Context: an optimization exercise on an open-source flow, tuned for small area, a short achievable clock period and few clock cycles per item. The choices shown serve that exercise and are no tape-out recipe. RTL that was checked went through simulation tests only; none was proved equivalent to the original. Power and IR drop assume default switching activity.

// muldiv_engine
module muldiv_engine #(
  parameter int WIDTH      = 32,
  parameter int MUL_STAGES = 2
) (
  input  logic             clock,
  input  logic             reset,
  input  logic             flush,
  input  logic [WIDTH-1:0] in_src0,
  input  logic [WIDTH-1:0] in_src1,
  input  logic [1:0]       in_op,
  input  logic             in_sign,
  input  logic             in_valid,
  output logic             in_ready,
  output logic             out_valid,
  input  logic             out_ready,
  output logic [WIDTH-1:0] out_res0,
  output logic [WIDTH-1:0] out_res1,
  output logic             busy
);
  localparam logic [2:0] IDLE = 3'd0;
  localparam logic [2:0] MUL  = 3'd1;
  localparam logic [2:0] NORM = 3'd2;
  localparam logic [2:0] DIV  = 3'd3;
  localparam logic [2:0] DONE = 3'd4;
  localparam logic [1:0] OP_MUL = 2'd1;
  localparam logic [1:0] OP_DIV = 2'd2;
  logic [2:0]  state;
  logic [4:0]  cnt;      
  logic [63:0] P;        
  logic [34:0] A;        
  logic [32:0] B;        
  logic        qneg, qnz;
  logic [4:0]  qpos;
  logic [5:0]  bc;       
  logic accept;
  assign in_ready  = (state == IDLE) && !flush;
  assign accept    = in_valid && in_ready;
  assign out_valid = (state == DONE);
  assign busy      = (state != IDLE);
  logic [31:0] qmask;
  always_comb
    for (int i = 0; i < 32; i++) qmask[i] = qneg & qnz & (qpos < i);
  assign out_res0 = P[31:0] ^ qmask;
  assign out_res1 = P[63:32];
  function automatic logic [5:0] muldiv_len(input logic [31:0] t);
    muldiv_len[5] = t[31];
    muldiv_len[4] = t[15] & ~t[31];
    muldiv_len[3] = (t[7] & ~t[15]) | (t[23] & ~t[31]);
    muldiv_len[2] = 1'b0;
    muldiv_len[1] = 1'b0;
    muldiv_len[0] = 1'b0;
    for (int m = 3; m < 32; m += 8) muldiv_len[2] = muldiv_len[2] | (t[m] & ~t[m+4]);
  ...
export LEC_CHECK = 0
export CAP_MARGIN = 20
export CORE_MARGIN = 2
export CORE_UTILIZATION = 40
export SLEW_MARGIN = 20
export TNS_END_PERCENT = 5
create_clock -name core_clock -period 11.0 [get_ports {clock}]
standard.sh (not shown) runs the stock make flow with config.mk's settings and CLKGATE_MAP_FILE= SYNTH_SCRIPT=/design/flow/synth_recipe.tcl, a recipe that flattens the netlist after the stock synthesis.
==> flow/flow/run.sh <==
#!/bin/bash
# Standard synthesis and layout. Only repair settings differ: the setup
# repair margin is raised so that repair_timing works towards a shorter
# period than the 11 ns clock, the ports get plain buffers, and repair may
# swap a cell for one of another footprint.
set -euo pipefail
bash standard.sh synth > synth.log 2>&1
bash standard.sh finish SETUP_SLACK_MARGIN=6 MATCH_CELL_FOOTPRINT=0 \
  'BUFFER_PORTS_ARGS=-buffer_cell sky130_fd_sc_hd__buf_4' > layout.log 2>&1
Testbench counts at the start, summed over its fixed seeds: cycles 19,131, items 3,200.
Then changed:
--- a/flow/design.v
+++ b/flow/design.v
@@ -48,38 +48,44 @@
     muldiv_len[3] = (t[7] & ~t[15]) | (t[23] & ~t[31]);
     muldiv_len[2] = 1'b0;
     muldiv_len[1] = 1'b0;
     muldiv_len[0] = 1'b0;
     for (int m = 3; m < 32; m += 8) muldiv_len[2] = muldiv_len[2] | (t[m] & ~t[m+4]);
     for (int m = 1; m < 32; m += 4) muldiv_len[1] = muldiv_len[1] | (t[m] & ~t[m+2]);
     for (int m = 0; m < 31; m += 2) muldiv_len[0] = muldiv_len[0] | (t[m] & ~t[m+1]);
   endfunction
   logic        nega, negb, dz, swap;
-  logic [31:0] yb, ysrc, mcand, mplier;
+  logic [31:0] yb, ysrc;
   logic [34:0] ealign;
   logic [31:0] ea, eb, tha, thb;
   logic [5:0]  la, lb;
   logic        dtriv;
   logic [6:0]  diff;
   assign nega   = in_sign & in_src0[31];
   assign negb   = in_sign & in_src1[31];
   assign yb     = in_src1 ^ {32{negb}};
   assign ea     = {in_src0[31] & ~in_sign, in_src0[31:1] ^ in_src0[30:0]};
   assign eb     = {in_src1[31] & ~in_sign, in_src1[31:1] ^ in_src1[30:0]};
   muldiv_smear u_tha (.x(ea), .t(tha));
   muldiv_smear u_thb (.x(eb), .t(thb));
   assign la     = muldiv_len(tha);
   assign lb     = muldiv_len(thb);
   assign dz     = (in_src1 == 32'd0);
   assign swap   = |({thb[31], thb[27], thb[23], thb[19], thb[15], thb[11], thb[7], thb[3]}
                     & ~{tha[31], tha[27], tha[23], tha[19], tha[15], tha[11], tha[7], tha[3]});
-  assign mcand  = swap ? in_src1 : in_src0;
-  assign mplier = swap ? in_src0 : in_src1;
+  logic        isdiv;
+  logic [34:0] a_ns, a_sw;
+  logic [32:0] b_ns, b_sw;
+  assign isdiv  = (in_op == OP_DIV);
+  assign a_ns   = isdiv ? {3'b000, yb} : {{3{in_sign & in_src0[31]}}, in_src0};
+  assign a_sw   = isdiv ? {3'b000, yb} : {{3{in_sign & in_src1[31]}}, in_src1};
+  assign b_ns   = isdiv ? {21'd0, lb, la} : {in_sign & in_src1[31], in_src1};
+  assign b_sw   = isdiv ? {21'd0, lb, la} : {in_sign & in_src0[31], in_src0};
   assign dtriv  = dz | |(thb & ~(nega ? {tha[30:0], 1'b1} : tha));
   assign diff   = {1'b0, B[5:0]} + {6'd0, dneg} - {1'b0, B[11:6]};
   assign ysrc   = (dneg & dpos) ? A[31:0] - 32'd1 : A[31:0];
   assign ealign = {35{~dneg}}
                 ^ (35'(ysrc << {diff[5:1], 1'b1})
                    | ({35{~dpos | dneg}} & ~(35'h7ffffffff << {diff[5:1], 1'b1})));
   function automatic logic [5:0] booth_ctl(input logic [4:0] w);
     booth_ctl = {w[4] & ~(w[3] & w[2]), w[3] ^ w[2],
                  (w[4] & ~w[3] & ~w[2]) | (~w[4] & w[3] & w[2]),
@@ -168,29 +174,27 @@
         DONE: if (out_ready) state <= IDLE;
         default: state <= IDLE;
       endcase
     end
   end
   always_ff @(posedge clock) begin
     case (state)
       IDLE: begin
         if (accept) begin
+          A <= swap ? a_sw : a_ns;
+          B <= swap ? b_sw : b_ns;
           if (in_op == OP_DIV) begin
-            A    <= {3'b000, yb};
-            B    <= {21'd0, lb, la};
             P    <= {in_src0, {32{dz}}};
             dpos <= ~negb;
             dneg <= nega;
             qneg <= (nega ^ negb) & ~dz;
             qnz  <= 1'b0;
           end else begin
-            A    <= {{3{in_sign & mcand[31]}}, mcand};
-            B    <= {in_sign & mplier[31], mplier};
             bc   <= swap ? bca : bcb;
             P    <= 64'd0;
             cnt  <= {1'b0, swap ? ia : ib};
             qneg <= 1'b0;
           end
         end
       end
       MUL: begin
         P   <= mul_next;
What happened:
- non-clock buffer count increases by 68
- count of clock-buffer cells in the layout decreases by 1
- cell count increases by 5.7%
- core utilization increases by 0.75 points
- via count increases by 3.4%
- setup slack is better by 0.19 ns
Function not checked in the second run of this note: the RTL went through the layout flow alone.

========
the previous run:
muldiv_engine again, from the RTL that the note above started with.
Settings: LEC_CHECK=0, CAP_MARGIN=20, CORE_MARGIN=2, CORE_UTILIZATION=40, SLEW_MARGIN=20, TNS_END_PERCENT=5; clock period 11.0 ns.
==> flow/flow/run.sh <==
#!/bin/bash
# Standard synthesis and layout; only the setup repair margin is raised so
# that repair_timing works towards a shorter period than the 11 ns clock.
set -euo pipefail
bash standard.sh synth > synth.log 2>&1
bash standard.sh finish SETUP_SLACK_MARGIN=6 > layout.log 2>&1
Testbench counts of the previous run, summed over its fixed seeds: cycles 19,131, items 3,200.
The inputs of the current run differ from those of the previous run as listed below.
--- a/flow/design.v
+++ b/flow/design.v
@@ -51,13 +51,13 @@
     muldiv_len[0] = 1'b0;
     for (int m = 3; m < 32; m += 8) muldiv_len[2] = muldiv_len[2] | (t[m] & ~t[m+4]);
     for (int m = 1; m < 32; m += 4) muldiv_len[1] = muldiv_len[1] | (t[m] & ~t[m+2]);
     for (int m = 0; m < 31; m += 2) muldiv_len[0] = muldiv_len[0] | (t[m] & ~t[m+1]);
   endfunction
   logic        nega, negb, dz, swap;
-  logic [31:0] yb, ysrc, mcand, mplier;
+  logic [31:0] yb, bm1, mcand, mplier;
   logic [34:0] ealign;
   logic [31:0] ea, eb, tha, thb;
   logic [5:0]  la, lb;
   logic        dtriv;
   logic [6:0]  diff;
   assign nega   = in_sign & in_src0[31];
@@ -66,22 +66,22 @@
   assign ea     = {in_src0[31] & ~in_sign, in_src0[31:1] ^ in_src0[30:0]};
   assign eb     = {in_src1[31] & ~in_sign, in_src1[31:1] ^ in_src1[30:0]};
   muldiv_smear u_tha (.x(ea), .t(tha));
   muldiv_smear u_thb (.x(eb), .t(thb));
   assign la     = muldiv_len(tha);
   assign lb     = muldiv_len(thb);
+  muldiv_add #(.N(32)) u_bm1 (.a(in_src1), .b(32'hffffffff), .cin(1'b0), .s(bm1));
   assign dz     = (in_src1 == 32'd0);
   assign swap   = |({thb[31], thb[27], thb[23], thb[19], thb[15], thb[11], thb[7], thb[3]}
                     & ~{tha[31], tha[27], tha[23], tha[19], tha[15], tha[11], tha[7], tha[3]});
   assign mcand  = swap ? in_src1 : in_src0;
   assign mplier = swap ? in_src0 : in_src1;
   assign dtriv  = dz | |(thb & ~(nega ? {tha[30:0], 1'b1} : tha));
   assign diff   = {1'b0, B[5:0]} + {6'd0, dneg} - {1'b0, B[11:6]};
-  assign ysrc   = (dneg & dpos) ? A[31:0] - 32'd1 : A[31:0];
   assign ealign = {35{~dneg}}
-                ^ (35'(ysrc << {diff[5:1], 1'b1})
+                ^ (35'(A << {diff[5:1], 1'b1})
                    | ({35{~dpos | dneg}} & ~(35'h7ffffffff << {diff[5:1], 1'b1})));
   function automatic logic [5:0] booth_ctl(input logic [4:0] w);
     booth_ctl = {w[4] & ~(w[3] & w[2]), w[3] ^ w[2],
                  (w[4] & ~w[3] & ~w[2]) | (~w[4] & w[3] & w[2]),
                  w[2] & ~(w[1] & w[0]), w[1] ^ w[0],
                  (w[2] & ~w[1] & ~w[0]) | (~w[2] & w[1] & w[0])};
@@ -172,13 +172,13 @@
   end
   always_ff @(posedge clock) begin
     case (state)
       IDLE: begin
         if (accept) begin
           if (in_op == OP_DIV) begin
-            A    <= {3'b000, yb};
+            A    <= {3'b000, (nega & ~negb) ? bm1 : yb};
             B    <= {21'd0, lb, la};
             P    <= {in_src0, {32{dz}}};
             dpos <= ~negb;
             dneg <= nega;
             qneg <= (nega ^ negb) & ~dz;
             qnz  <= 1'b0;
Notes after the runs:
Relative to the previous run, the number of setup buffers added after CTS of the current run is higher by about 56%.
The current run vs. the previous run: combinational power share shrank by 2.5 points; maximum number of pins on one net before global-route repair shrank by 6; post-cts repair resize count grew by 10; first-pass GRT wire length grew by 2800 um.
The current run supports a lower top clock frequency than the previous run.
Between the previous run and the current run, number of cells in the finished layout apart from fillers decreased.
Comparing the previous run and the current run, the higher number of ordinary and repair buffers in the finished layout is on the previous run.
Comparing the previous run against the current run, there is no change at all in number of nets still failing antenna checks after routing.
On total length of routed met2 wires, the previous run and the current run are neck and neck.
The previous run and the current run ended up with roughly the same clock-pin slew of the registers on the worst-case setup and hold paths.
The current run ended up with in_src1[3] as its origin of the worst setup path; the previous run ended up with in_src0[21].
The current run reports its critical path's slowest cell as sky130_fd_sc_hd__clkdlybuf4s50_1 while the previous run reports sky130_fd_sc_hd__or4_4.
The previous run has a higher combinational cell power than the current run.
Only the layout flow was run in the current run; the RTL was not checked for function there.

========
Another version of the RTL of muldiv_engine (not shown whole).
Size in the first run: roughly 3400 cells after synthesis, ~160 flip-flops, roughly 28000 um2 of cells after synthesis.
clock: 11.0 ns
lec_check: 0
cap_margin: 20
core_margin: 2
core_utilization: 40
slew_margin: 20
tns_end_percent: 5
Scripts as last shown in full above: flow/flow/run.sh
Then changed:
--- a/flow/design.v
+++ b/flow/design.v
@@ -65,20 +65,19 @@
   assign yb     = in_src1 ^ {32{negb}};
   assign ea     = {in_src0[31] & ~in_sign, in_src0[31:1] ^ in_src0[30:0]};
   assign eb     = {in_src1[31] & ~in_sign, in_src1[31:1] ^ in_src1[30:0]};
   muldiv_smear u_tha (.x(ea), .t(tha));
   muldiv_smear u_thb (.x(eb), .t(thb));
   assign la     = muldiv_len(tha);
   assign lb     = muldiv_len(thb);
   muldiv_add #(.N(32)) u_bm1 (.a(in_src1), .b(32'hffffffff), .cin(1'b0), .s(bm1));
   assign dz     = (in_src1 == 32'd0);
-  assign swap   = |({thb[29], thb[23], thb[17], thb[11], thb[5]}
-                    & ~{tha[29], tha[23], tha[17], tha[11], tha[5]});
+  assign swap   = |(thb & ~tha);
   assign mcand  = swap ? in_src1 : in_src0;
   assign mplier = swap ? in_src0 : in_src1;
   assign dtriv  = dz | |(thb & ~(nega ? {tha[30:0], 1'b1} : tha));
   assign diff   = {1'b0, B[5:0]} + {6'd0, dneg} - {1'b0, B[11:6]};
   assign ealign = {35{~dneg}}
                 ^ (35'(A << {diff[5:1], 1'b1})
                    | ({35{~dpos | dneg}} & ~(35'h7ffffffff << {diff[5:1], 1'b1})));
   function automatic logic [2:0] booth_ctl(input logic [2:0] w);
     booth_ctl = {w[2] & ~(w[1] & w[0]), w[1] ^ w[0],
Effect: Hold slack gets worse by 0.037 ns; combinational power grows by 20%; cell area grows by 1.9%; clock power grows by 3.5%; worst setup slack gets better by 0.31 ns; via count grows by 1.5%; wire length grows by 3.3%; final cell count grows by 0.43%; clock skew shrinks by 0.0041 ns; synthesized area barely changes; sequential power grows by 4.1%.
Function was not checked in any run of this note: the RTL went through the layout flow alone.

========
RTL: one of the versions met above, not the one the previous note started from.
For scale: ~3100 cells after synthesis, about 160 flip-flops, ~140 I/O pins.
export LEC_CHECK = 0
export CAP_MARGIN = 20
export CORE_MARGIN = 2
export CORE_UTILIZATION = 40
export SLEW_MARGIN = 20
export TNS_END_PERCENT = 5
create_clock -name core_clock -period 11.0 [get_ports {clock}]
==> flow/flow/run.sh <==
#!/bin/bash
# Standard synthesis and layout. Only repair settings differ: the setup
# repair margin is raised so that repair_timing works towards a shorter
# period than the 11 ns clock, the ports get plain buffers, and repair may
# swap a cell for one of another footprint.
set -euo pipefail
bash standard.sh synth > synth.log 2>&1
bash standard.sh finish SETUP_SLACK_MARGIN=6 MATCH_CELL_FOOTPRINT=0 \
  'BUFFER_PORTS_ARGS=-buffer_cell sky130_fd_sc_hd__buf_1' > layout.log 2>&1
The starting point finished with timing, DRC and antenna clean.
Testbench counts at the start, summed over its fixed seeds: cycles 19,131, items 3,200.
Then changed:
--- a/flow/design.v
+++ b/flow/design.v
@@ -27,14 +27,15 @@
   logic [2:0]  state;
   logic [4:0]  cnt;      
   logic [63:0] P;        
   logic [34:0] A;        
   logic [32:0] B;        
   logic        qneg, qnz;
   logic [4:0]  qpos;
+  logic        dpos, dneg;   
   logic [5:0]  bc;       
   logic accept;
   assign in_ready  = (state == IDLE) && !flush;
   assign accept    = in_valid && in_ready;
   assign out_valid = (state == DONE);
   assign busy      = (state != IDLE);
   logic [31:0] qmask;
@@ -131,15 +132,15 @@
   assign cs_c = (ml & my1) | (ml & my0) | (my1 & my0);
   assign mu   = {2'b00, cs_c[37]} - {2'b00, my1[37]} - {2'b00, my0[37]};
   muldiv_add #(.N(64)) u_mul (.a({P[59:34], cs_s}), .b({{23{mu[2]}}, mu, cs_c[36:0], 1'b0}),
                               .cin(1'b0), .s(mul_next));
   logic [34:0] rx, d1, d2a, eh;
   logic [35:0] d2b, cs3_s, cs3_c;
   logic        sd1, sd2a, sd2b;
-  logic        ge1, ge2, dpos, dneg, cval, cdec;
+  logic        ge1, ge2, cval, cdec;
   logic [31:0] r2;
   assign rx    = {{3{dneg & P[63]}}, P[63:32]};
   assign eh    = {A[34], A[34:1]};
   assign cval  = dneg | dpos;
   assign cdec  = ~dneg & dpos;
   assign cs3_s = {rx[34], rx} ^ {A[34], A} ^ {eh[34], eh};
   assign cs3_c = {((rx & A) | (rx & eh) | (A & eh)), cval};
Utilization went down by 0.61 points. Routed wire length went down by 3.4%. Clock skew barely changes. Total power came out lower by 0.30%. Synthesized area goes up by about 2%. Die area climbs by 2.0%. Clock-buffer cell count fell by 4.
Testbench counts after the change, summed over its fixed seeds: cycles 19,131, items 3,200.

## afterwards: timing with drivers on the ports
How much do the figures lean on ideal ports? The routed layouts below were timed once more, with nothing changed but the port constraints. Step 1 assumes that a clkbuf_16 drives the clock port and a buf_2 every other input. Step 2 moves the port delays by t, midway between the first and last clock arrival at a register: inputs arrive t later, outputs are due t later. That takes back most of the time a late clock gives input paths. Three values: ideal ports, drivers, drivers and shift; two values: the first two.
| run | shift t [ns] | setup WS [ns] | slew at the worst register clock pin (ns) |
|---|---|---|---|
| the first run of note 1 | 0.552 | 5.412 / 5.429 / 4.877 | 0.08 / 0.08 |
| the second run of note 1 | 0.554 | 5.606 / 5.622 / 5.068 | 0.07 / 0.07 |
| the previous run | 0.554 | 5.446 / 5.455 / 4.906 | 0.08 / 0.08 |
| the current run | 0.546 | 5.325 / 5.356 / 4.810 | 0.09 / 0.09 |
| the first run of note 3 | 0.552 | 4.872 / 4.872 / 4.844 | 0.10 / 0.10 |
| the second run of note 3 | 0.572 | 5.181 / 5.212 / 4.640 | 0.09 / 0.09 |
| the first run of note 4 | 0.552 | 5.518 / 5.538 / 4.985 | 0.08 / 0.08 |
| the second run of note 4 | 0.550 | 5.435 / 5.475 / 4.925 | 0.09 / 0.09 |
After both steps setup and hold are still met in every run listed. For the second run of note 3, which loses most, drivers alone change the setup slack by +0.031 ns; drivers and shift together by -0.541 ns.
